What follows belongs to an exercise in optimizing a design on an open flow for small area; a production flow would make more cautious choices.
At most, simulation tests tie the RTL to the original design; equivalence was not proved.
Function not checked in runs 1 to 3: the RTL went through the layout flow alone.
No activity file was given, so power comes from the tool's default toggle rates.

[design/flow/run.sh]
#!/bin/bash
# synth_recipe.tcl (not shown) runs the flow's synth.tcl, then flattens the netlist and writes it again
# the make line also repeats each setting of config.mk as NAME=value (left out here)
make -C /OpenROAD-flow-scripts/flow DESIGN_CONFIG=/design/flow/config.mk WORK_HOME=/design/flow/orfs CLKGATE_MAP_FILE= SYNTH_SCRIPT=/design/flow/synth_recipe.tcl finish
[design/flow/config.mk]
export PLATFORM = sky130hd
export DESIGN_NAME = calc_top
export DESIGN_NICKNAME = calc_top
export VERILOG_FILES = /design/flow/design.v
export SDC_FILE = /design/flow/constraint.sdc
export NUM_CORES = 4
export LEC_CHECK = 0
export CAP_MARGIN = 20
export CORE_MARGIN = 2
export CORE_UTILIZATION = 40
export SLEW_MARGIN = 20
[design/flow/constraint.sdc]
create_clock -name core_clock -period 10.0 [get_ports {clk_i}]
set_input_delay 2.0000 -clock core_clock [delete_from_list [all_inputs] [get_ports {clk_i}]]
set_output_delay 2.0000 -clock core_clock [all_outputs]
set_load 0.01 [all_outputs]
[design/flow/design.v]
`timescale 1ns/1ns
package calc_cfg_pkg;
    localparam int DATA_W = 8;
    localparam int REG_DEPTH = 32;
    localparam int ADDR_W = $clog2(REG_DEPTH);
    localparam int SLOT_FIRST = 1;
    localparam int SLOT_LAST_BASE = 28;
    localparam int KEY_W = 4;
    localparam int LED_W = 16;
endpackage
`timescale 1ns/1ns
package calc_ctrl_pkg;
    typedef enum logic [4:0] {
        wait_a    = 5'd0,
        check_a   = 5'd1,
        error_a   = 5'd2,
        store_a   = 5'd3,
        read_a    = 5'd4,
        show_a    = 5'd5,
        wait_op   = 5'd6,
        check_op  = 5'd7,
        error_op  = 5'd8,
        hold_op   = 5'd9,
        wait_b    = 5'd10,
        check_b   = 5'd11,
        error_b   = 5'd12,
        store_b   = 5'd13,
        read_b    = 5'd14,
        show_b    = 5'd15,
        wait_ent  = 5'd16,
        check_ent = 5'd17,
        error_ent = 5'd18,
        load      = 5'd19,
        compute   = 5'd20,
        store_res = 5'd21,
        read_res  = 5'd22,
        show_res  = 5'd23,
        next      = 5'd24
    } calc_step_e;
    localparam logic [3:0] key_max_digit = 4'd9;
    localparam logic [3:0] key_enter = 4'd15;
    typedef enum logic [3:0] {
        op_add = 4'd10,
        op_sub = 4'd11,
        op_and = 4'd12,
        op_or  = 4'd13,
        op_xor = 4'd14
    } alu_op_e;
endpackage
`timescale 1ns/1ns
`timescale 1ns/1ns
`timescale 1ns/1ns
`timescale 1ns/1ns
module calc_top #(
    parameter int DATA_W = calc_cfg_pkg::DATA_W,
    parameter int REG_DEPTH = calc_cfg_pkg::REG_DEPTH,
    localparam int ADDR_W = $clog2(REG_DEPTH)
) (
    input  logic                           clk_i,
    input  logic                           reset_i,
    input  logic [calc_cfg_pkg::KEY_W-1:0] key_i,
    input  logic                           key_valid_i,
    output logic [calc_cfg_pkg::LED_W-1:0] led_o,
    output logic                           disp_we_o,
    output logic [DATA_W-1:0]              disp_data_o
);
    localparam int SLOTS = 10;
    logic [4:0] s;
    logic [4:0] step_d;
    logic [3:0] key_q;
    logic [3:0] a_q;
    logic [2:0] op_q;
    logic [3:0] ring_q [SLOTS];
    logic is_next;       
    logic is_store_b;    
    logic is_a;          
    logic is_op;         
    logic is_res;        
    logic op_shown;      
    logic b_written;     
    logic key_load;
    assign is_next    = s[4] & s[3];
    assign is_store_b = !s[4] & s[3] & s[2] & !s[1] & s[0];
    assign is_a       = !s[4] & !s[3] & s[2] & !s[1];
    assign is_op      = !s[4] & !s[3] & s[2] & s[1];
    assign is_res     = s[4] & s[2] & s[1];
    assign op_shown   = s[4] | (s[3] & (s[2] | s[1] | s[0]));
    assign b_written  = s[4] | (s[3] & s[2] & s[1]);
    assign key_load   = key_valid_i & !s[0] & (s[1] | !s[2]);
    logic key_is_digit;
    logic key_is_op;
    logic key_is_enter;
    assign key_is_digit = !key_q[3] | (!key_q[2] & !key_q[1]);
    assign key_is_op    = key_q[3] & (key_q[2] | key_q[1]) & !(key_q[2] & key_q[1] & key_q[0]);
    assign key_is_enter = &key_q;
    always_comb begin
        case (s)
            5'd0:    step_d = key_valid_i ? 5'd1 : 5'd0;
            5'd1:    step_d = key_is_digit ? 5'd3 : 5'd2;
            5'd2:    step_d = 5'd0;
            5'd3:    step_d = 5'd4;
            5'd4:    step_d = 5'd5;
            5'd5:    step_d = 5'd6;
            5'd6:    step_d = key_valid_i ? 5'd7 : 5'd6;
            5'd7:    step_d = key_is_op ? 5'd9 : 5'd8;
            5'd8:    step_d = 5'd6;
            5'd9:    step_d = 5'd10;
            5'd10:   step_d = key_valid_i ? 5'd11 : 5'd10;
            5'd11:   step_d = key_is_digit ? 5'd13 : 5'd12;
            5'd12:   step_d = 5'd10;
            5'd13:   step_d = 5'd14;
            5'd14:   step_d = 5'd15;
            5'd15:   step_d = 5'd16;
            5'd16:   step_d = key_valid_i ? 5'd17 : 5'd16;
            5'd17:   step_d = key_is_enter ? 5'd19 : 5'd18;
            5'd18:   step_d = 5'd16;
            5'd19:   step_d = 5'd20;
            5'd20:   step_d = 5'd21;
            5'd21:   step_d = 5'd22;
            5'd22:   step_d = 5'd23;
            5'd23:   step_d = 5'd24;
            5'd24:   step_d = 5'd0;
            default: step_d = 5'bx;
        endcase
    end
    always_ff @(posedge clk_i, posedge reset_i) begin
        if (reset_i) begin
            s <= 5'd0;
        end else begin
            s <= step_d;
        end
    end
    always_ff @(posedge clk_i) begin
        if (key_load) begin
            key_q <= key_i;
        end
        if (is_a) begin
            a_q <= key_q;
        end
        if (is_op) begin
            op_q <= key_q[2:0];
        end
    end
    always_ff @(posedge clk_i) begin
        if (is_store_b) begin
            ring_q[0] <= key_q;
        end else if (is_next) begin
            for (int i = 0; i < SLOTS; i++) begin
                ring_q[i] <= ring_q[(i + 1) % SLOTS];
            end
        end
    end
    logic [3:0] fill_q;
    logic       full;
    logic [3:0] b_val;
    assign full = fill_q[3] & fill_q[1];    
    always_ff @(posedge clk_i, posedge reset_i) begin
        if (reset_i) begin
            fill_q <= '0;
        end else if (is_next && !full) begin
            fill_q <= fill_q + 4'd1;
        end
    end
    assign b_val = (full | b_written) ? ring_q[0] : 4'd0;
    logic       arith;
    logic       sub;
    logic [3:0] bb;
    logic [3:0] p;
    logic [3:0] g;
    logic [4:0] c;
    logic [3:0] t;
    logic [7:0] result;
    assign arith = !op_q[2];
    assign sub = arith && op_q[0];
    assign bb = ring_q[0] ^ {4{sub}};
    assign p = a_q ^ bb;
    assign g = a_q & bb;
    assign c[0] = sub;
    for (genvar i = 0; i < 4; i++) begin : g_carry
        assign c[i+1] = g[i] | (p[i] & c[i]);
        assign t[i] = arith ? c[i] : (g[i] & !op_q[1]);
    end
    assign result[3:0] = (p & {4{arith | op_q[0] | op_q[1]}}) ^ t;
    assign result[4] = arith && (c[4] ^ sub);
    assign result[7:5] = {3{sub && !c[4]}};
    assign disp_data_o[3:0] = is_a ? key_q : (is_res ? result[3:0] : b_val);
    assign disp_data_o[7:4] = is_res ? result[7:4] : 4'd0;
    assign disp_we_o = (s == 5'd5) || (s == 5'd15) || (s == 5'd23);
    logic is_error;
    assign is_error = (s == 5'd2) || (s == 5'd8) || (s == 5'd12) || (s == 5'd18);
    assign led_o[15:14] = s[4:3];
    assign led_o[13:11] = s[2:0] | {3{is_next}};
    assign led_o[10]    = is_next;
    assign led_o[9]     = op_shown;
    assign led_o[8:6]   = (op_q & {3{op_shown}}) | {3{is_next}};
    assign led_o[5:1]   = {5{is_next}};
    assign led_o[0]     = is_error | is_next;
endmodule
==> results of run 1 <==
[metrics by stage]
stage          utilization [%]  area [um2]  setup WS, ns
5_1_grt                   47.9        3290          4.53
6_report                  47.9        3290          4.69
3_5_place_dp              45.6        3140          5.10
4_1_cts                   47.9        3290          4.72
3_3_place_gp              45.6        3140          5.14
2_1_floorplan                -        2860          5.68
[layer usage]
layer / track usage (%) / vias up / routed length [um]
met5: 0 / - / 0
li1: - / 867 / -
met3: 5.32 / 9 / 193
met1: 23.2 / 835 / 2770
met4: 4.96 / 0 / 80
met2: 21.8 / 43 / 2400
[cell type report]
cell class,instances,share of cell area [%]
Tap cell,96,3.65
Clock buffer,9,3.76
Sequential cell,60,53.4
Inverter,9,1.03
Clock inverter,6,0.988
Multi-Input combinational cell,134,27.6
Timing Repair Buffer,32,9.65
[flip-flops by register name, summed over array words and instances (netlist names)]
signal	flops
a_q	4
s	5
op_q	3
fill_q	4
ring_q	40
key_q	4
[where the power goes]
group	internal (W)	switching, W	leakage [nW]
Sequential	0.000328	0.0000764	0.578
Clock	0.0000855	0.0000907	0.0760
Combinational	0.000199	0.000199	0.511
Total	0.000612	0.000366	1.17
[cells in the mapped netlist, types with 3 or more instances]
| cell type | count |
|---|---|
| sky130_fd_sc_hd__mux2_2 | 4 |
| sky130_fd_sc_hd__o21ai_0 | 7 |
| sky130_fd_sc_hd__o21ai_1 | 3 |
| sky130_fd_sc_hd__inv_1 | 5 |
| sky130_fd_sc_hd__nand3_1 | 10 |
| sky130_fd_sc_hd__buf_2 | 6 |
| sky130_fd_sc_hd__inv_2 | 3 |
| sky130_fd_sc_hd__nand2_1 | 19 |
| sky130_fd_sc_hd__ha_1 | 6 |
| sky130_fd_sc_hd__edfxtp_1 | 51 |
| sky130_fd_sc_hd__buf_6 | 3 |
| sky130_fd_sc_hd__xnor2_1 | 11 |
| sky130_fd_sc_hd__o211ai_1 | 3 |
| sky130_fd_sc_hd__dfrtp_1 | 9 |
| sky130_fd_sc_hd__clkbuf_1 | 3 |
| sky130_fd_sc_hd__a21oi_1 | 10 |
| sky130_fd_sc_hd__buf_4 | 11 |
| sky130_fd_sc_hd__nand2b_1 | 7 |
| sky130_fd_sc_hd__a32o_1 | 4 |
| sky130_fd_sc_hd__nor2_1 | 11 |
[cells in the final DEF, fill, tap and decap left out, drive strengths merged, types with 2 or more instances in the layout]
cell type | synthesis | layout
edfxtp | 51 | 51
clkdlybuf4s50 | 0 | 31
nand2 | 19 | 19
nor2 | 11 | 11
xnor2 | 11 | 11
a21oi | 11 | 11
o21ai | 11 | 11
nand3 | 10 | 10
clkbuf | 3 | 9
dfrtp | 9 | 9
nand2b | 8 | 8
inv | 8 | 8
ha | 6 | 6
mux2 | 5 | 5
clkinv | 1 | 5
a32o | 4 | 4
o211ai | 3 | 3
nor3 | 3 | 3
nand4 | 2 | 2
a21boi | 2 | 2
o21a | 2 | 2
and3 | 2 | 2
a31oi | 2 | 2
a221o | 2 | 2
nor3b | 2 | 2
clkinvlp | 0 | 2
[kinds of logic (layout without fill, tap and decap cells)]
| group | Yosys count | count (layout) | synth area share (%) |
|---|---|---|---|
| mux | 6 | 6 | 2.45 |
| buf+inv | 32 | 56 | 6.70 |
| simple gates | 63 | 63 | 11.2 |
| compound gates | 47 | 47 | 11.8 |
| fa+ha+maj | 6 | 6 | 2.63 |
| flops | 60 | 60 | 61.5 |
| xor+xnor | 12 | 12 | 3.68 |
[critical path, stage by stage (launching register included)]
cell and delay [ns]:
sky130_fd_sc_hd__edfxtp_1 0.53, sky130_fd_sc_hd__nand2b_2 0.34, sky130_fd_sc_hd__xnor2_1 0.17, sky130_fd_sc_hd__ha_1 0.35
sky130_fd_sc_hd__o21a_1 0.22, sky130_fd_sc_hd__a21oi_4 0.16, sky130_fd_sc_hd__inv_1 0.06, sky130_fd_sc_hd__a21oi_1 0.15
sky130_fd_sc_hd__ha_1 0.24, sky130_fd_sc_hd__nor3_1 0.18, sky130_fd_sc_hd__clkdlybuf4s50_1 0.57
[worst max-delay path by stage]
| stage | startpoint | end |
|---|---|---|
| floorplan | op_q[2]$_DFFE_PP_ | disp_data_o[4] |
| global placement | op_q[2]$_DFFE_PP_ | disp_data_o[4] |
| detailed placement | op_q[2]$_DFFE_PP_ | disp_data_o[4] |
| CTS | op_q[2]$_DFFE_PP_ | disp_data_o[4] |
| global route | op_q[2]$_DFFE_PP_ | disp_data_o[4] |
| finish | op_q[2]$_DFFE_PP_ | disp_data_o[4] |
==> flow_results.xml, run 1 <==
<?xml version="1.0" encoding="UTF-8"?>
<metrics>
  <group name="clock_network">
    <metric name="clk-insertion-delay-late" unit="ns">0.33</metric>
    <metric name="post_cts_resize_count" unit="">0</metric>
    <metric name="cts-buffers-inserted" unit="">9</metric>
    <metric name="cts_tree" unit="">built</metric>
    <metric name="cts_hold_buffers" unit="">0</metric>
    <metric name="cts_setup_buffers" unit="">0</metric>
    <metric name="clk_transition_reported_paths" unit="ns">0.06</metric>
    <metric name="clockRootBuffer" unit="">sky130_fd_sc_hd__clkbuf_8</metric>
    <metric name="cts_num_sinks" unit="">60</metric>
    <metric name="clock_tree.htree_level_count" unit="">3</metric>
    <metric name="largest_buffer_count_on_any_clock_path" unit="">2</metric>
  </group>
  <group name="grt">
    <metric name="grt_max_degree" unit="">50</metric>
    <metric name="wire_length_of_the_first_global_routing_pass" unit="mm">8.96</metric>
    <metric name="grt_antenna_before_repair" unit="">0</metric>
    <metric name="grt_util_all_layers" unit="%">15.7</metric>
    <metric name="vias_in_the_first_global_route" unit="">1699</metric>
    <metric name="grt_overflow" unit="">0</metric>
  </group>
  <group name="worst_setup_path">
    <metric name="reg2reg_to" unit="">fill_q[2]$_DFFE_PP0P_</metric>
    <metric name="worstPathArrival" unit="ns">3.31</metric>
    <metric name="critical_path_peak_fanout" unit="">10</metric>
    <metric name="worst_setup_slack_for_register_to_register_paths" unit="ns">7.91</metric>
    <metric name="worst_r2r_startpoint" unit="">s[3]$_DFF_PP0_</metric>
    <metric name="timing_worst_setup_path_type" unit="">reg -&gt; out</metric>
    <metric name="worst_setup_path_end_kind" unit="">primary output</metric>
    <metric name="r2r_cells" unit="">5</metric>
    <metric name="timing.critical_path.required" unit="ns">8.00</metric>
    <metric name="startpoint_type" unit="">flop</metric>
  </group>
  <group name="worst_hold_path">
    <metric name="whs_path_depth" unit="">0</metric>
    <metric name="min-delay-path-class" unit="">reg -&gt; reg</metric>
    <metric name="min_from" unit="">ring_q[4][3]$_DFFE_PP_</metric>
    <metric name="hold_path_sink" unit="">ring_q[3][3]$_DFFE_PP_</metric>
  </group>
  <group name="yosys">
    <metric name="yosysWarningCount" unit="">2</metric>
    <metric name="area_leader_netlist" unit="">sky130_fd_sc_hd__edfxtp_1</metric>
    <metric name="yosys-top-cells-area" unit="">sky130_fd_sc_hd__edfxtp_1 (54%), sky130_fd_sc_hd__dfrtp_1 (7.9%), sky130_fd_sc_hd__xnor2_1 (3.4%)</metric>
    <metric name="number_of_enable_flip_flop_cells_after_synthesis" unit="">51</metric>
    <metric name="ys_async_sr_fraction" unit="%">15.0</metric>
    <metric name="netlist_instances" unit="">226</metric>
    <metric name="synthDominantCellAreaShare" unit="%">53.6</metric>
    <metric name="ys_seq_area_share" unit="%">61.5</metric>
    <metric name="synthesis.nets" unit="">239</metric>
    <metric name="synth-main-ff-cell" unit="">sky130_fd_sc_hd__edfxtp_1</metric>
    <metric name="synth.avg_cell_area" unit="um2">12.6</metric>
    <metric name="mappedNetlistArea" unit="mm2">0.00286</metric>
    <metric name="ys_types" unit="">52</metric>
    <metric name="postSynthRegisterBits" unit="">60</metric>
  </group>
  <group name="timing">
    <metric name="fmax" unit="MHz">188</metric>
    <metric name="hold_slack" unit="ns">0.416</metric>
    <metric name="timing.final.hold_violations" unit="">0</metric>
    <metric name="fin_tns_setup" unit="ns">0</metric>
    <metric name="layout_worst_path_cycle_share" unit="%">53.1</metric>
    <metric name="rsz0062_at_grt" unit="">false</metric>
    <metric name="final_max_slew_viol_count" unit="">0</metric>
    <metric name="max_slew.worst_pin.slew" unit="ns">0.778</metric>
    <metric name="setup-violations-final" unit="">0</metric>
    <metric name="finalWorstPathRequiredPeriod" unit="ns">5.31</metric>
    <metric name="fin_skew" unit="ns">0.00451</metric>
    <metric name="max_slew_margin" unit="%">48.0</metric>
  </group>
  <group name="placed_design">
    <metric name="gpl.final_weighted_congestion" unit="">0.867</metric>
    <metric name="port_buffers" unit="">31</metric>
    <metric name="place_inst" unit="">331</metric>
    <metric name="place.detailed.hpwl" unit="mm">3.60</metric>
  </group>
  <group name="floorplan">
    <metric name="core_box_area" unit="mm2">0.00687</metric>
    <metric name="die_y" unit="um">88.5</metric>
    <metric name="die_area" unit="mm2">0.00783</metric>
    <metric name="num_rows" unit="">30</metric>
    <metric name="die_w" unit="um">88.5</metric>
    <metric name="ios" unit="">32</metric>
    <metric name="initial_core_util" unit="%">41.6</metric>
  </group>
  <group name="cells_and_area">
    <metric name="fillerInstances" unit="">632</metric>
    <metric name="number_of_diodes_added_for_antenna_fixing" unit="">0</metric>
    <metric name="layout.area.seq" unit="mm2">0.00176</metric>
    <metric name="design.final.nets" unit="">259</metric>
    <metric name="fin_cells" unit="">346</metric>
    <metric name="area_growth" unit="%">15.3</metric>
    <metric name="post_route_cells_drive_above_1_share" unit="%">10.4</metric>
    <metric name="area_taken_by_multi_input_logic_gates" unit="um2">907</metric>
  </group>
  <group name="power_and_ir_drop">
    <metric name="final_total_power" unit="W">0.000978</metric>
    <metric name="ir_drop" unit="V">0.000116</metric>
    <metric name="total_leakage_power" unit="nW">1.17</metric>
    <metric name="power.density" unit="mW/mm2">297</metric>
  </group>
  <group name="detailed_routing">
    <metric name="final_antenna_net_count" unit="">0</metric>
    <metric name="routed-via-count" unit="">1754</metric>
    <metric name="routed_wire_length_per_instance" unit="um">15.7</metric>
    <metric name="detailedRoute.firstPassIterationCount" unit="">5</metric>
    <metric name="postRouteWirelength" unit="mm">5.44</metric>
    <metric name="via_per_inst" unit="">5.07</metric>
    <metric name="detail_route.drc_violations" unit="">0</metric>
    <metric name="drc_marker_count_from_the_first_detailed_route_iteration" unit="">193</metric>
  </group>
  <group name="status">
    <metric name="outcome" unit="">complete, no violations</metric>
  </group>
  <group name="run">
    <metric name="cap_viol_max_count" unit="">0</metric>
  </group>
</metrics>
==> run 2: changes to the inputs <==
==> design/flow/flow/run.sh (new file) <==
#!/bin/bash
# Standard synthesis, then the standard layout steps with two changes:
# the port buffers are the smallest buffer cell, and clock tree synthesis
# uses small clock buffers and adds no dummy loads.
set -uo pipefail
bash standard.sh synth > synth.log 2>&1 || exit 1
export BUFFER_PORTS_ARGS="-buffer_cell sky130_fd_sc_hd__buf_1"
export CTS_ARGS="-sink_clustering_enable -repair_clock_nets -dont_use_dummy_load -buf_list {sky130_fd_sc_hd__clkbuf_4 sky130_fd_sc_hd__clkbuf_8}"
bash standard.sh finish > layout.log 2>&1
==> design/flow/standard.sh (new file) <==
#!/bin/bash
# synth_recipe.tcl (not shown) runs the flow's synth.tcl, then flattens the netlist and writes it again
# the make line also repeats each setting of config.mk as NAME=value (left out here)
make -C /OpenROAD-flow-scripts/flow DESIGN_CONFIG=/design/flow/config.mk WORK_HOME=/design/flow/orfs CLKGATE_MAP_FILE= SYNTH_SCRIPT=/design/flow/synth_recipe.tcl "${@:-finish}"
removed: design/flow/run.sh
==> flow_results.xml, run 2 <==
<?xml version="1.0" encoding="UTF-8"?>
<metrics>
  <group name="timing">
    <metric name="fmax" unit="MHz">205</metric>
    <metric name="setup-violations-final" unit="">0</metric>
    <metric name="layout_worst_path_cycle_share" unit="%">48.8</metric>
    <metric name="final_max_slew_viol_count" unit="">0</metric>
    <metric name="rsz0062_at_grt" unit="">false</metric>
    <metric name="hold_slack" unit="ns">0.404</metric>
    <metric name="max_slew_margin" unit="%">52.6</metric>
    <metric name="timing.final.hold_violations" unit="">0</metric>
    <metric name="finalWorstPathRequiredPeriod" unit="ns">4.88</metric>
    <metric name="fin_skew" unit="ns">0.0286</metric>
    <metric name="fin_tns_setup" unit="ns">0</metric>
    <metric name="max_slew.worst_pin.slew" unit="ns">0.710</metric>
  </group>
  <group name="cells_and_area">
    <metric name="area_taken_by_multi_input_logic_gates" unit="um2">907</metric>
    <metric name="area_growth" unit="%">7.36</metric>
    <metric name="layout_commonest_cell" unit="">sky130_fd_sc_hd__edfxtp_1</metric>
    <metric name="register_bank_with_the_most_flops" unit="">ring_q</metric>
    <metric name="most-common-layout-cells" unit="">sky130_fd_sc_hd__edfxtp_1 (51), sky130_fd_sc_hd__buf_1 (31), sky130_fd_sc_hd__nand2_1 (19), sky130_fd_sc_hd__nor2_1 (11), sky130_fd_sc_hd__xnor2_1 (11)</metric>
    <metric name="post_route_cells_drive_above_1_share" unit="%">9.02</metric>
    <metric name="fin_cells" unit="">340</metric>
    <metric name="largest_register_ff_count" unit="">40</metric>
    <metric name="number_of_diodes_added_for_antenna_fixing" unit="">0</metric>
    <metric name="layout_top_registers" unit="">ring_q (40), s (5)</metric>
    <metric name="design.final.nets" unit="">259</metric>
    <metric name="layout.area.seq" unit="mm2">0.00176</metric>
    <metric name="fillerInstances" unit="">646</metric>
  </group>
  <group name="detailed_routing">
    <metric name="routed-via-count" unit="">1744</metric>
    <metric name="postRouteWirelength" unit="mm">5.43</metric>
    <metric name="final_antenna_net_count" unit="">0</metric>
    <metric name="detailedRoute.firstPassIterationCount" unit="">4</metric>
    <metric name="drc_marker_count_from_the_first_detailed_route_iteration" unit="">208</metric>
    <metric name="routed_wire_length_per_instance" unit="um">16.0</metric>
    <metric name="detail_route.drc_violations" unit="">0</metric>
    <metric name="via_per_inst" unit="">5.13</metric>
  </group>
  <group name="worst_setup_path">
    <metric name="worstPathArrival" unit="ns">2.88</metric>
    <metric name="critical_path_peak_fanout" unit="">10</metric>
    <metric name="worst_setup_path_end_kind" unit="">primary output</metric>
    <metric name="timing_worst_setup_path_type" unit="">reg -&gt; out</metric>
    <metric name="worst_path_largest_cell_delay" unit="ns">0.53</metric>
    <metric name="startpoint_type" unit="">flop</metric>
    <metric name="worst_setup_slack_for_register_to_register_paths" unit="ns">7.89</metric>
    <metric name="timing.critical_path.mode_cell" unit="">sky130_fd_sc_hd__ha_1</metric>
    <metric name="reg2reg_to" unit="">fill_q[2]$_DFFE_PP0P_</metric>
    <metric name="timing.critical_path.required" unit="ns">8.00</metric>
    <metric name="r2r_cells" unit="">5</metric>
    <metric name="critical_path_cell_by_cell" unit="">nand2b_2, xnor2_1, ha_1, o21a_1, a21oi_4, inv_1, a21oi_1, ha_1, nor3_1, buf_1</metric>
    <metric name="slowest_stage" unit="">sky130_fd_sc_hd__edfxtp_1</metric>
    <metric name="worst_r2r_startpoint" unit="">s[4]$_DFF_PP0_</metric>
  </group>
  <group name="yosys">
    <metric name="synth.avg_cell_area" unit="um2">12.6</metric>
    <metric name="yosys-top-cells-area" unit="">sky130_fd_sc_hd__edfxtp_1 (54%), sky130_fd_sc_hd__dfrtp_1 (7.9%), sky130_fd_sc_hd__xnor2_1 (3.4%)</metric>
    <metric name="postSynthRegisterBits" unit="">60</metric>
    <metric name="netlist_instances" unit="">226</metric>
    <metric name="mappedNetlistArea" unit="mm2">0.00286</metric>
    <metric name="synthDominantCellAreaShare" unit="%">53.6</metric>
    <metric name="ys_types" unit="">52</metric>
    <metric name="yosysWarningCount" unit="">2</metric>
    <metric name="ys_async_sr_fraction" unit="%">15.0</metric>
    <metric name="ys_seq_area_share" unit="%">61.5</metric>
    <metric name="synth-main-ff-cell" unit="">sky130_fd_sc_hd__edfxtp_1</metric>
    <metric name="area_leader_netlist" unit="">sky130_fd_sc_hd__edfxtp_1</metric>
    <metric name="number_of_enable_flip_flop_cells_after_synthesis" unit="">51</metric>
    <metric name="synth_commonest_cells" unit="">sky130_fd_sc_hd__edfxtp_1 (51), sky130_fd_sc_hd__nand2_1 (19), sky130_fd_sc_hd__buf_4 (11), sky130_fd_sc_hd__nor2_1 (11), sky130_fd_sc_hd__xnor2_1 (11)</metric>
    <metric name="synthesis.nets" unit="">239</metric>
    <metric name="synth_most_common_cell" unit="">sky130_fd_sc_hd__edfxtp_1</metric>
  </group>
  <group name="floorplan">
    <metric name="initial_core_util" unit="%">41.6</metric>
    <metric name="die_w" unit="um">88.5</metric>
    <metric name="die_y" unit="um">88.5</metric>
    <metric name="num_rows" unit="">30</metric>
    <metric name="core_box_area" unit="mm2">0.00687</metric>
    <metric name="ios" unit="">32</metric>
    <metric name="die_area" unit="mm2">0.00783</metric>
  </group>
  <group name="grt">
    <metric name="wire_length_of_the_first_global_routing_pass" unit="mm">8.84</metric>
    <metric name="grt_max_degree" unit="">50</metric>
    <metric name="grt_util_all_layers" unit="%">15.5</metric>
    <metric name="grt_antenna_before_repair" unit="">0</metric>
    <metric name="grt_overflow" unit="">0</metric>
    <metric name="vias_in_the_first_global_route" unit="">1733</metric>
  </group>
  <group name="placed_design">
    <metric name="port_buffers" unit="">31</metric>
    <metric name="place.detailed.hpwl" unit="mm">3.65</metric>
    <metric name="place_inst" unit="">331</metric>
    <metric name="gpl.final_weighted_congestion" unit="">0.849</metric>
  </group>
  <group name="status">
    <metric name="outcome" unit="">complete, no violations</metric>
  </group>
  <group name="power_and_ir_drop">
    <metric name="final_total_power" unit="W">0.000909</metric>
    <metric name="power.density" unit="mW/mm2">297</metric>
    <metric name="total_leakage_power" unit="nW">1.08</metric>
    <metric name="ir_drop" unit="V">0.000119</metric>
  </group>
  <group name="worst_hold_path">
    <metric name="min_from" unit="">ring_q[2][2]$_DFFE_PP_</metric>
    <metric name="hold_path_sink" unit="">ring_q[1][2]$_DFFE_PP_</metric>
    <metric name="min-delay-path-class" unit="">reg -&gt; reg</metric>
    <metric name="whs_path_depth" unit="">0</metric>
  </group>
  <group name="clock_network">
    <metric name="clock_tree.htree_level_count" unit="">3</metric>
    <metric name="clk_transition_reported_paths" unit="ns">0.08</metric>
    <metric name="cts_hold_buffers" unit="">0</metric>
    <metric name="cts_num_sinks" unit="">60</metric>
    <metric name="cts_setup_buffers" unit="">0</metric>
    <metric name="cts_tree" unit="">built</metric>
    <metric name="clockRootBuffer" unit="">sky130_fd_sc_hd__clkbuf_8</metric>
    <metric name="clk-insertion-delay-late" unit="ns">0.34</metric>
    <metric name="post_cts_resize_count" unit="">0</metric>
    <metric name="largest_buffer_count_on_any_clock_path" unit="">2</metric>
    <metric name="cts-buffers-inserted" unit="">9</metric>
  </group>
  <group name="run">
    <metric name="cap_viol_max_count" unit="">0</metric>
  </group>
</metrics>
==> run 2: cell counts after synthesis <==
Identical to the previous run, type by type.
==> run 2: cell families (layout without fill, tap and decap cells) <==
family                   count (synthesis)  after routing  share of synthesized area [%]
XOR/XNOR                                12             12                           3.68
AND/OR/NAND/NOR                         63             63                           11.2
flip-flops                              60             60                           61.5
AO/OA/AOI/OAI                           47             47                           11.8
multiplexers                             6              6                           2.45
adder cells (fa/ha/maj)                  6              6                           2.63
buffers and inverters                   32             50                           6.70
==> run 2: final cells by class <==
cell class / instances / area share [%]
Clock buffer: 9 / 4.04
Inverter: 9 / 1.10
Multi-Input combinational cell: 134 / 29.6
Sequential cell: 60 / 57.3
Tap cell: 96 / 3.92
Timing Repair Buffer: 32 / 4.04
==> run 2: worst max path at each step <==
stage | from | to | slack (ns) | cells past startpoint
after detailed placement | op_q[2]$_DFFE_PP_ | disp_data_o[4] | 5.48 | 10
after floorplan | op_q[2]$_DFFE_PP_ | disp_data_o[4] | 5.68 | 11
after global placement | op_q[2]$_DFFE_PP_ | disp_data_o[4] | 5.53 | 10
after global routing | op_q[2]$_DFFE_PP_ | disp_data_o[4] | 4.91 | 10
after CTS | op_q[2]$_DFFE_PP_ | disp_data_o[4] | 5.12 | 10
final | op_q[2]$_DFFE_PP_ | disp_data_o[4] | 5.12 | 10
==> run 2: routing by layer <==
layer / routed length, um / track usage, % / up-vias
li1: - / - / 858
met1: 2670 / 21.5 / 839
met2: 2430 / 22.4 / 37
met3: 220 / 4.01 / 10
met4: 108 / 8.13 / 0
met5: 0 / 0 / -
==> run 2: critical path, delay by kind of cell, from the launching register on <==
kind | cells | cell delay [ns]
xor+xnor | 1 | 0.17
buf+inv | 2 | 0.23
fa+ha+maj | 2 | 0.58
flops | 1 | 0.53
simple gates | 2 | 0.50
compound gates | 3 | 0.54
==> run 2: where the power goes <==
part           internal (W)  switching (W)  total, W
Clock             0.0000797      0.0000784  0.000158
Sequential         0.000328      0.0000768  0.000405
Combinational      0.000148       0.000199  0.000347
==> run 2: through the flow <==
stage | area, um2 | worst slack (ns) | util, %
6_report | 3070 | 5.12 | 44.6
5_1_grt | 3070 | 4.91 | 44.6
4_1_cts | 3070 | 5.12 | 44.6
3_5_place_dp | 2940 | 5.48 | 42.8
3_3_place_gp | 2940 | 5.53 | 42.8
2_1_floorplan | 2860 | 5.68 | -
==> run 3: changes to the inputs <==
==> design/flow/flow/run.sh (replaced) <==
#!/bin/bash
# Standard synthesis, then the standard layout steps with two changes:
# the port buffers are the smallest buffer cell, and clock tree synthesis
# uses small clock buffers and adds no dummy loads.
set -uo pipefail
bash standard.sh synth > synth.log 2>&1 || exit 1
export BUFFER_PORTS_ARGS="-buffer_cell sky130_fd_sc_hd__buf_1"
export CTS_ARGS="-sink_clustering_enable -repair_clock_nets -dont_use_dummy_load -buf_list sky130_fd_sc_hd__clkbuf_4 -root_buf sky130_fd_sc_hd__clkbuf_4 -sink_clustering_size 20 -sink_clustering_max_diameter 100"
bash standard.sh finish > layout.log 2>&1
--- a/design/flow/config.mk
+++ b/design/flow/config.mk
@@ -7,5 +7,6 @@
 export LEC_CHECK = 0
 export CAP_MARGIN = 20
 export CORE_MARGIN = 2
-export CORE_UTILIZATION = 40
+export CORE_UTILIZATION = 65
+export PLACE_DENSITY = 0.8
 export SLEW_MARGIN = 20
==> flow_results.xml, run 3 <==
<?xml version="1.0" encoding="UTF-8"?>
<metrics>
  <group name="timing">
    <metric name="finalWorstPathRequiredPeriod" unit="ns">4.92</metric>
    <metric name="timing.final.hold_violations" unit="">0</metric>
    <metric name="layout_worst_path_cycle_share" unit="%">49.2</metric>
    <metric name="max_slew.worst_pin.slew" unit="ns">0.683</metric>
    <metric name="fmax" unit="MHz">203</metric>
    <metric name="final_max_slew_viol_count" unit="">0</metric>
    <metric name="rsz0062_at_grt" unit="">false</metric>
    <metric name="hold_slack" unit="ns">0.402</metric>
    <metric name="fin_tns_setup" unit="ns">0</metric>
    <metric name="max_slew_margin" unit="%">54.4</metric>
    <metric name="setup-violations-final" unit="">0</metric>
    <metric name="fin_skew" unit="ns">0.0437</metric>
  </group>
  <group name="yosys">
    <metric name="area_leader_netlist" unit="">sky130_fd_sc_hd__edfxtp_1</metric>
    <metric name="synthesis.nets" unit="">239</metric>
    <metric name="yosys-top-cells-area" unit="">sky130_fd_sc_hd__edfxtp_1 (54%), sky130_fd_sc_hd__dfrtp_1 (7.9%), sky130_fd_sc_hd__xnor2_1 (3.4%)</metric>
    <metric name="synth_commonest_cells" unit="">sky130_fd_sc_hd__edfxtp_1 (51), sky130_fd_sc_hd__nand2_1 (19), sky130_fd_sc_hd__buf_4 (11), sky130_fd_sc_hd__nor2_1 (11), sky130_fd_sc_hd__xnor2_1 (11)</metric>
    <metric name="ys_async_sr_fraction" unit="%">15.0</metric>
    <metric name="mappedNetlistArea" unit="mm2">0.00286</metric>
    <metric name="synth-main-ff-cell" unit="">sky130_fd_sc_hd__edfxtp_1</metric>
    <metric name="synth.avg_cell_area" unit="um2">12.6</metric>
    <metric name="ys_types" unit="">52</metric>
    <metric name="yosysWarningCount" unit="">2</metric>
    <metric name="number_of_enable_flip_flop_cells_after_synthesis" unit="">51</metric>
    <metric name="netlist_instances" unit="">226</metric>
    <metric name="synthDominantCellAreaShare" unit="%">53.6</metric>
    <metric name="synth_most_common_cell" unit="">sky130_fd_sc_hd__edfxtp_1</metric>
    <metric name="ys_seq_area_share" unit="%">61.5</metric>
    <metric name="postSynthRegisterBits" unit="">60</metric>
  </group>
  <group name="detailed_routing">
    <metric name="via_per_inst" unit="">6.04</metric>
    <metric name="detail_route.drc_violations" unit="">0</metric>
    <metric name="routed_wire_length_per_instance" unit="um">17.0</metric>
    <metric name="drc_marker_count_from_the_first_detailed_route_iteration" unit="">207</metric>
    <metric name="routed-via-count" unit="">1789</metric>
    <metric name="final_antenna_net_count" unit="">0</metric>
    <metric name="detailedRoute.firstPassIterationCount" unit="">5</metric>
    <metric name="postRouteWirelength" unit="mm">5.02</metric>
  </group>
  <group name="worst_hold_path">
    <metric name="min-delay-path-class" unit="">reg -&gt; reg</metric>
  </group>
  <group name="clock_network">
    <metric name="cts_num_sinks" unit="">60</metric>
    <metric name="cts_tree" unit="">built</metric>
    <metric name="post_cts_resize_count" unit="">0</metric>
    <metric name="clk-insertion-delay-late" unit="ns">0.38</metric>
    <metric name="cts_setup_buffers" unit="">0</metric>
    <metric name="largest_buffer_count_on_any_clock_path" unit="">2</metric>
    <metric name="clockRootBuffer" unit="">sky130_fd_sc_hd__clkbuf_4</metric>
    <metric name="cts_hold_buffers" unit="">0</metric>
    <metric name="cts-buffers-inserted" unit="">9</metric>
    <metric name="clock_tree.htree_level_count" unit="">3</metric>
    <metric name="clk_transition_reported_paths" unit="ns">0.08</metric>
  </group>
  <group name="status">
    <metric name="outcome" unit="">complete, no violations</metric>
  </group>
  <group name="cells_and_area">
    <metric name="most-common-layout-cells" unit="">sky130_fd_sc_hd__edfxtp_1 (51), sky130_fd_sc_hd__buf_1 (31), sky130_fd_sc_hd__nand2_1 (19), sky130_fd_sc_hd__nor2_1 (11), sky130_fd_sc_hd__xnor2_1 (11)</metric>
    <metric name="area_growth" unit="%">3.46</metric>
    <metric name="post_route_cells_drive_above_1_share" unit="%">9.02</metric>
    <metric name="layout_top_registers" unit="">ring_q (40), s (5)</metric>
    <metric name="number_of_diodes_added_for_antenna_fixing" unit="">0</metric>
    <metric name="fillerInstances" unit="">320</metric>
    <metric name="area_taken_by_multi_input_logic_gates" unit="um2">907</metric>
    <metric name="register_bank_with_the_most_flops" unit="">ring_q</metric>
    <metric name="layout.area.seq" unit="mm2">0.00176</metric>
    <metric name="largest_register_ff_count" unit="">40</metric>
    <metric name="design.final.nets" unit="">259</metric>
    <metric name="layout_commonest_cell" unit="">sky130_fd_sc_hd__edfxtp_1</metric>
  </group>
  <group name="power_and_ir_drop">
    <metric name="cell_internal_pwr" unit="W">0.000517</metric>
    <metric name="net-switching-power" unit="W">0.000341</metric>
    <metric name="power.density" unit="mW/mm2">290</metric>
    <metric name="share_seq_of_total_power" unit="%">47.1</metric>
    <metric name="ir_drop" unit="V">0.000170</metric>
    <metric name="power.switching_fraction" unit="%">39.7</metric>
    <metric name="total_leakage_power" unit="nW">1.06</metric>
    <metric name="power.share.combinational" unit="%">39.9</metric>
    <metric name="clkPwrFrac" unit="%">13.0</metric>
  </group>
  <group name="worst_setup_path">
    <metric name="worst_setup_path_end_kind" unit="">primary output</metric>
    <metric name="startpoint_type" unit="">flop</metric>
    <metric name="timing.critical_path.required" unit="ns">8.00</metric>
    <metric name="worst_setup_slack_for_register_to_register_paths" unit="ns">7.85</metric>
    <metric name="worstPathArrival" unit="ns">2.92</metric>
    <metric name="timing_worst_setup_path_type" unit="">reg -&gt; out</metric>
    <metric name="critical_path_peak_fanout" unit="">10</metric>
  </group>
  <group name="floorplan">
    <metric name="num_rows" unit="">24</metric>
    <metric name="ios" unit="">32</metric>
    <metric name="die_y" unit="um">70.3</metric>
    <metric name="die_area" unit="mm2">0.00494</metric>
    <metric name="core_box_area" unit="mm2">0.00429</metric>
    <metric name="initial_core_util" unit="%">66.5</metric>
    <metric name="die_w" unit="um">70.3</metric>
  </group>
  <group name="placed_design">
    <metric name="gpl.final_weighted_congestion" unit="">0.877</metric>
    <metric name="place.detailed.hpwl" unit="mm">3.30</metric>
    <metric name="port_buffers" unit="">31</metric>
  </group>
  <group name="grt">
    <metric name="grt_antenna_before_repair" unit="">0</metric>
    <metric name="wire_length_of_the_first_global_routing_pass" unit="mm">8.40</metric>
    <metric name="grt_overflow" unit="">0</metric>
    <metric name="grt_max_degree" unit="">49</metric>
    <metric name="grt_util_all_layers" unit="%">22.8</metric>
    <metric name="vias_in_the_first_global_route" unit="">1698</metric>
  </group>
  <group name="run">
    <metric name="cap_viol_max_count" unit="">0</metric>
  </group>
</metrics>
[run 3: final timing paths]
| path | startpoint | end | depth (start not counted) |
|---|---|---|---|
| max reg2reg | s[3]$_DFF_PP0_ | fill_q[2]$_DFFE_PP0P_ | 5 |
| max in group asynchronous | reset_i | s[0]$_DFF_PP0_ | 2 |
| min reg2reg | ring_q[4][3]$_DFFE_PP_ | ring_q[3][3]$_DFFE_PP_ | 0 |
| max | op_q[2]$_DFFE_PP_ | disp_data_o[4] | 10 |
| min in group asynchronous | reset_i | s[3]$_DFF_PP0_ | 2 |
| min | ring_q[4][3]$_DFFE_PP_ | ring_q[3][3]$_DFFE_PP_ | 0 |
[run 3: cells by family after synthesis]
kind of cell	after synthesis	share of synthesized area [%]
AND/OR/NAND/NOR	63	11.2
flip-flops	60	61.5
AO/OA/AOI/OAI	47	11.8
buffers and inverters	32	6.70
XOR/XNOR	12	3.68
multiplexers	6	2.45
adder cells (fa/ha/maj)	6	2.63
[run 3: power by group through the flow]
stage,Sequential [W],Combinational (W),Clock [W]
6_report,0.000403,0.000342,0.000112
5_1_grt,0.000412,0.000389,0.000127
4_1_cts,0.000402,0.000343,0.000117
3_5_place_dp,0.000407,0.000340,0
3_3_place_gp,0.000406,0.000335,0
2_1_floorplan,0.000353,0.000332,0
[run 3: per-layer routing]
metal	routed length (um)	vias up	GRT usage (%)	share of wire, %
li1	-	865	-	-
met1	2220	854	33.0	44
met2	2400	64	32.3	48
met3	357	6	7.94	7.1
met4	37	0	8.55	0.74
met5	0	-	0	0
[run 3: layout make-up]
type,count,share of cell area [%]
Clock buffer,9,2.29
Inverter,9,1.14
Multi-Input combinational cell,134,30.7
Sequential cell,60,59.5
Tap cell,52,2.20
Timing Repair Buffer,32,4.19
[run 3: per-stage QoR]
step	std cells	area (um2)	power (W)	util, %	setup WS (ns)
2_1_floorplan	226	2860	0.000685	-	5.68
3_3_place_gp	287	2890	0.000741	67.2	5.57
3_5_place_dp	287	2890	0.000748	67.2	5.48
4_1_cts	296	2950	0.000863	68.8	5.07
5_1_grt	296	2950	0.000928	68.8	4.86
6_report	296	2950	0.000857	68.8	5.08
[run 3: worst max-delay path, cell delays in order (launching register included)]
cell and delay [ns]:
sky130_fd_sc_hd__edfxtp_1 0.52, sky130_fd_sc_hd__nand2b_2 0.32, sky130_fd_sc_hd__xnor2_1 0.18, sky130_fd_sc_hd__ha_1 0.36, sky130_fd_sc_hd__o21a_1 0.23, sky130_fd_sc_hd__a21oi_4 0.16, sky130_fd_sc_hd__inv_1 0.07, sky130_fd_sc_hd__a21oi_1 0.14
sky130_fd_sc_hd__ha_1 0.24, sky130_fd_sc_hd__nor3_1 0.17, sky130_fd_sc_hd__buf_1 0.17
==> run 4: changes to the inputs <==
--- a/design/flow/design.v
+++ b/design/flow/design.v
@@ -72,7 +72,6 @@
     logic [2:0] op_q;
     logic [3:0] ring_q [SLOTS];
     logic is_next;       
-    logic is_store_b;    
     logic is_a;          
     logic is_op;         
     logic is_res;        
@@ -80,19 +79,22 @@
     logic b_written;     
     logic key_load;
     assign is_next    = s[4] & s[3];
-    assign is_store_b = !s[4] & s[3] & s[2] & !s[1] & s[0];
     assign is_a       = !s[4] & !s[3] & s[2] & !s[1];
     assign is_op      = !s[4] & !s[3] & s[2] & s[1];
     assign is_res     = s[4] & s[2] & s[1];
     assign op_shown   = s[4] | (s[3] & (s[2] | s[1] | s[0]));
     assign b_written  = s[4] | (s[3] & s[2] & s[1]);
-    assign key_load   = key_valid_i & !s[0] & (s[1] | !s[2]);
+    assign key_load   = key_valid_i & !s[4] & !s[0] & (s[1] | !s[2]) & !(s[3] & s[2]);
     logic key_is_digit;
     logic key_is_op;
     logic key_is_enter;
     assign key_is_digit = !key_q[3] | (!key_q[2] & !key_q[1]);
     assign key_is_op    = key_q[3] & (key_q[2] | key_q[1]) & !(key_q[2] & key_q[1] & key_q[0]);
-    assign key_is_enter = &key_q;
+    logic ent_q;
+    always_ff @(posedge clk_i) begin
+        ent_q <= &key_i;
+    end
+    assign key_is_enter = ent_q;
     always_comb begin
         case (s)
             5'd0:    step_d = key_valid_i ? 5'd1 : 5'd0;
@@ -142,12 +144,11 @@
         end
     end
     always_ff @(posedge clk_i) begin
-        if (is_store_b) begin
-            ring_q[0] <= key_q;
-        end else if (is_next) begin
-            for (int i = 0; i < SLOTS; i++) begin
-                ring_q[i] <= ring_q[(i + 1) % SLOTS];
+        if (is_next) begin
+            for (int i = 0; i < SLOTS - 1; i++) begin
+                ring_q[i] <= ring_q[i + 1];
             end
+            ring_q[SLOTS-1] <= key_q;
         end
     end
     logic [3:0] fill_q;
@@ -161,7 +162,7 @@
             fill_q <= fill_q + 4'd1;
         end
     end
-    assign b_val = (full | b_written) ? ring_q[0] : 4'd0;
+    assign b_val = full ? ring_q[0] : 4'd0;
     logic       arith;
     logic       sub;
     logic [3:0] bb;
@@ -172,7 +173,7 @@
     logic [7:0] result;
     assign arith = !op_q[2];
     assign sub = arith && op_q[0];
-    assign bb = ring_q[0] ^ {4{sub}};
+    assign bb = key_q ^ {4{sub}};
     assign p = a_q ^ bb;
     assign g = a_q & bb;
     assign c[0] = sub;
@@ -183,7 +184,7 @@
     assign result[3:0] = (p & {4{arith | op_q[0] | op_q[1]}}) ^ t;
     assign result[4] = arith && (c[4] ^ sub);
     assign result[7:5] = {3{sub && !c[4]}};
-    assign disp_data_o[3:0] = is_a ? key_q : (is_res ? result[3:0] : b_val);
+    assign disp_data_o[3:0] = is_res ? result[3:0] : ((is_a | b_written) ? key_q : b_val);
     assign disp_data_o[7:4] = is_res ? result[7:4] : 4'd0;
     assign disp_we_o = (s == 5'd5) || (s == 5'd15) || (s == 5'd23);
     logic is_error;
==> flow_results.xml, run 4 <==
<?xml version="1.0" encoding="UTF-8"?>
<metrics>
  <group name="status">
    <metric name="outcome" unit="">complete, no violations</metric>
  </group>
  <group name="worst_setup_path">
    <metric name="worstPathArrival" unit="ns">2.99</metric>
    <metric name="worst_setup_slack_for_register_to_register_paths" unit="ns">7.95</metric>
    <metric name="startpoint_type" unit="">flop</metric>
    <metric name="timing_worst_setup_path_type" unit="">reg -&gt; out</metric>
    <metric name="critical_path_peak_fanout" unit="">14</metric>
    <metric name="worst_setup_path_end_kind" unit="">primary output</metric>
    <metric name="timing.critical_path.required" unit="ns">8.00</metric>
  </group>
  <group name="detailed_routing">
    <metric name="routed_wire_length_per_instance" unit="um">17.0</metric>
    <metric name="detail_route.drc_violations" unit="">0</metric>
    <metric name="via_per_inst" unit="">6.12</metric>
    <metric name="routed-via-count" unit="">1726</metric>
    <metric name="postRouteWirelength" unit="mm">4.80</metric>
    <metric name="final_antenna_net_count" unit="">0</metric>
    <metric name="drc_marker_count_from_the_first_detailed_route_iteration" unit="">135</metric>
    <metric name="detailedRoute.firstPassIterationCount" unit="">5</metric>
  </group>
  <group name="clock_network">
    <metric name="clk_transition_reported_paths" unit="ns">0.10</metric>
    <metric name="clk-insertion-delay-late" unit="ns">0.39</metric>
    <metric name="clock_tree.htree_level_count" unit="">3</metric>
    <metric name="clockRootBuffer" unit="">sky130_fd_sc_hd__clkbuf_4</metric>
    <metric name="cts_hold_buffers" unit="">0</metric>
    <metric name="cts-buffers-inserted" unit="">9</metric>
    <metric name="post_cts_resize_count" unit="">0</metric>
    <metric name="largest_buffer_count_on_any_clock_path" unit="">2</metric>
    <metric name="cts_num_sinks" unit="">61</metric>
    <metric name="cts_tree" unit="">built</metric>
    <metric name="cts_setup_buffers" unit="">0</metric>
  </group>
  <group name="floorplan">
    <metric name="die_y" unit="um">70.0</metric>
    <metric name="initial_core_util" unit="%">66.5</metric>
    <metric name="die_area" unit="mm2">0.00490</metric>
    <metric name="core_box_area" unit="mm2">0.00426</metric>
    <metric name="num_rows" unit="">24</metric>
    <metric name="ios" unit="">32</metric>
    <metric name="die_w" unit="um">70.0</metric>
  </group>
  <group name="yosys">
    <metric name="postSynthRegisterBits" unit="">61</metric>
    <metric name="synthDominantCellAreaShare" unit="%">54.0</metric>
    <metric name="yosysWarningCount" unit="">2</metric>
    <metric name="synthesis.nets" unit="">227</metric>
    <metric name="mappedNetlistArea" unit="mm2">0.00283</metric>
    <metric name="netlist_instances" unit="">214</metric>
    <metric name="synth.avg_cell_area" unit="um2">13.2</metric>
    <metric name="ys_types" unit="">52</metric>
    <metric name="area_leader_netlist" unit="">sky130_fd_sc_hd__edfxtp_1</metric>
    <metric name="synth_commonest_cells" unit="">sky130_fd_sc_hd__edfxtp_1 (51), sky130_fd_sc_hd__buf_4 (11), sky130_fd_sc_hd__xnor2_1 (10)</metric>
    <metric name="synth_most_common_cell" unit="">sky130_fd_sc_hd__edfxtp_1</metric>
    <metric name="number_of_enable_flip_flop_cells_after_synthesis" unit="">51</metric>
    <metric name="synth-main-ff-cell" unit="">sky130_fd_sc_hd__edfxtp_1</metric>
    <metric name="ys_async_sr_fraction" unit="%">14.8</metric>
    <metric name="ys_seq_area_share" unit="%">62.7</metric>
    <metric name="yosys-top-cells-area" unit="">sky130_fd_sc_hd__edfxtp_1 (54%), sky130_fd_sc_hd__dfrtp_1 (7.9%), sky130_fd_sc_hd__xnor2_1 (3.1%)</metric>
  </group>
  <group name="timing">
    <metric name="max_slew_margin" unit="%">59.7</metric>
    <metric name="rsz0062_at_grt" unit="">false</metric>
    <metric name="timing.final.hold_violations" unit="">0</metric>
    <metric name="fin_tns_setup" unit="ns">0</metric>
    <metric name="fin_skew" unit="ns">0.0281</metric>
    <metric name="max_slew.worst_pin.slew" unit="ns">0.604</metric>
    <metric name="fmax" unit="MHz">200</metric>
    <metric name="layout_worst_path_cycle_share" unit="%">49.9</metric>
    <metric name="setup-violations-final" unit="">0</metric>
    <metric name="finalWorstPathRequiredPeriod" unit="ns">4.99</metric>
    <metric name="final_max_slew_viol_count" unit="">0</metric>
    <metric name="final_critical_path_setup_slack" unit="ns">5.01</metric>
  </group>
  <group name="cells_and_area">
    <metric name="most-common-layout-cells" unit="">sky130_fd_sc_hd__edfxtp_1 (51), sky130_fd_sc_hd__buf_1 (31), sky130_fd_sc_hd__xnor2_1 (10), sky130_fd_sc_hd__clkbuf_4 (9), sky130_fd_sc_hd__dfrtp_1 (9)</metric>
    <metric name="post_route_cells_drive_above_1_share" unit="%">7.83</metric>
    <metric name="largest_register_ff_count" unit="">40</metric>
    <metric name="design.final.nets" unit="">245</metric>
    <metric name="area_growth" unit="%">3.97</metric>
    <metric name="register_bank_with_the_most_flops" unit="">ring_q</metric>
    <metric name="number_of_diodes_added_for_antenna_fixing" unit="">0</metric>
    <metric name="layout_top_registers" unit="">ring_q (40), s (5)</metric>
    <metric name="layout_commonest_cell" unit="">sky130_fd_sc_hd__edfxtp_1</metric>
  </group>
  <group name="power_and_ir_drop">
    <metric name="ir_drop" unit="V">0.000241</metric>
    <metric name="power.density" unit="mW/mm2">290</metric>
    <metric name="final_total_power" unit="W">0.000856</metric>
    <metric name="total_leakage_power" unit="nW">1.04</metric>
  </group>
  <group name="worst_hold_path">
    <metric name="min-delay-path-class" unit="">reg -&gt; reg</metric>
  </group>
  <group name="grt">
    <metric name="grt_antenna_before_repair" unit="">0</metric>
    <metric name="grt_util_all_layers" unit="%">21.3</metric>
    <metric name="wire_length_of_the_first_global_routing_pass" unit="mm">7.91</metric>
    <metric name="grt_overflow" unit="">0</metric>
    <metric name="grt_max_degree" unit="">58</metric>
    <metric name="vias_in_the_first_global_route" unit="">1642</metric>
  </group>
  <group name="placed_design">
    <metric name="dpl_worst_slack" unit="ns">5.39</metric>
    <metric name="gpl.final_weighted_congestion" unit="">0.876</metric>
    <metric name="port_buffers" unit="">31</metric>
    <metric name="place.detailed.hpwl" unit="mm">3.16</metric>
  </group>
  <group name="run">
    <metric name="cap_viol_max_count" unit="">0</metric>
  </group>
</metrics>
run 4: changes by cell type after synthesis, moves of 4 or more:
cell,previous run,this run
sky130_fd_sc_hd__nor2_1,11,7
sky130_fd_sc_hd__a21oi_1,10,3
sky130_fd_sc_hd__a32o_1,4,0
sky130_fd_sc_hd__nand2_1,19,7
sky130_fd_sc_hd__o21a_1,2,7
sky130_fd_sc_hd__nand3_1,10,5
run 4: logic make-up (layout without fill, tap and decap cells):
kind of cell,Yosys count,in the layout,synth area share (%)
buffers and inverters,31,47,5.92
AND/OR/NAND/NOR,56,56,11.2
XOR/XNOR,12,12,3.71
adder cells (fa/ha/maj),6,6,2.65
flip-flops,61,61,62.7
AO/OA/AOI/OAI,43,43,12.0
multiplexers,5,5,1.81
run 4: final timing paths:
path | depth (start not counted) | startpoint | to
max in group asynchronous | 2 | reset_i | s[0]$_DFF_PP0_
setup reg to reg | 5 | s[3]$_DFF_PP0_ | s[0]$_DFF_PP0_
min in group asynchronous | 2 | reset_i | fill_q[2]$_DFFE_PP0P_
hold reg to reg | 0 | ring_q[6][1]$_DFFE_PP_ | ring_q[5][1]$_DFFE_PP_
setup / recovery | 10 | op_q[2]$_DFFE_PP_ | disp_data_o[4]
hold / removal | 0 | ring_q[6][1]$_DFFE_PP_ | ring_q[5][1]$_DFFE_PP_
run 4: layout make-up:
cell class | instances | area [um2]
Timing Repair Buffer | 32 | 124
Fill cell | 315 | 1320
Tap cell | 52 | 65.1
Sequential cell | 61 | 1780
Clock buffer | 9 | 67.6
Inverter | 6 | 22.5
Multi-Input combinational cell | 122 | 891
run 4: per-stage QoR:
stage	instances	utilization, %	hold WS, ns	area (um2)
after floorplan	214	-	0.400	2830
after global placement	273	67.5	0.402	2880
after detailed placement	273	67.5	0.405	2880
after CTS	282	69.1	0.403	2950
after global routing	282	69.1	0.399	2950
final	282	69.1	0.395	2950
run 4: worst max-delay path, cell delays in order, from the launching register on:
cell,delay [ns]
sky130_fd_sc_hd__edfxtp_1,0.56
sky130_fd_sc_hd__nand2b_1,0.35
sky130_fd_sc_hd__xnor2_1,0.20
sky130_fd_sc_hd__ha_1,0.36
sky130_fd_sc_hd__o21a_1,0.20
sky130_fd_sc_hd__o22ai_1,0.22
sky130_fd_sc_hd__nor2b_1,0.08
sky130_fd_sc_hd__nor2_1,0.09
sky130_fd_sc_hd__ha_1,0.23
sky130_fd_sc_hd__nor3_1,0.17
sky130_fd_sc_hd__buf_1,0.18
run 4: metal layers:
metal	vias to the layer above	wire, um	global-route usage, %
li1	827	-	-
met1	819	2110	28.5
met2	68	2280	32.6
met3	12	280	5.77
met4	0	127	10.7
met5	-	0	0
run 4: power breakdown:
group	total, W	internal, W	switching [W]
clock	0.000108	0.0000417	0.0000660
sequential	0.000411	0.000332	0.0000795
combinational	0.000337	0.000149	0.000188
total	0.000856	0.000523	0.000333

[port drivers added, routing unchanged]
In the flow no input, the clock included, has a driving cell. The finished layouts below were timed again as built, in two steps. Step 1, drivers: a clkbuf_16 drives clk_i and a buf_2 each remaining input, both assumed. Step 2 also shifts input and output timing later by t, the mid clock arrival at the registers, as if the neighbouring blocks saw the same clock. Three values: ideal ports, drivers, drivers and shift; two values: the first two.
| run | shift t [ns] | slack for setup (ns) | hold slack, ns | worst setup path at the end |
|---|---|---|---|---|
| run 1 | 0.359 | 4.694 / 4.666 / 5.025 | 0.416 / 0.416 / 0.416 | register to output |
| run 2 | 0.352 | 5.118 / 5.092 / 5.443 | 0.404 / 0.404 / 0.404 | register to output |
| run 3 | 0.389 | 5.083 / 5.057 / 5.446 | 0.402 / 0.402 / 0.402 | register to output |
| run 4 | 0.390 | 5.011 / 4.985 / 5.376 | 0.395 / 0.395 / 0.395 | register to output |
After both steps setup and hold are still met in every run listed.
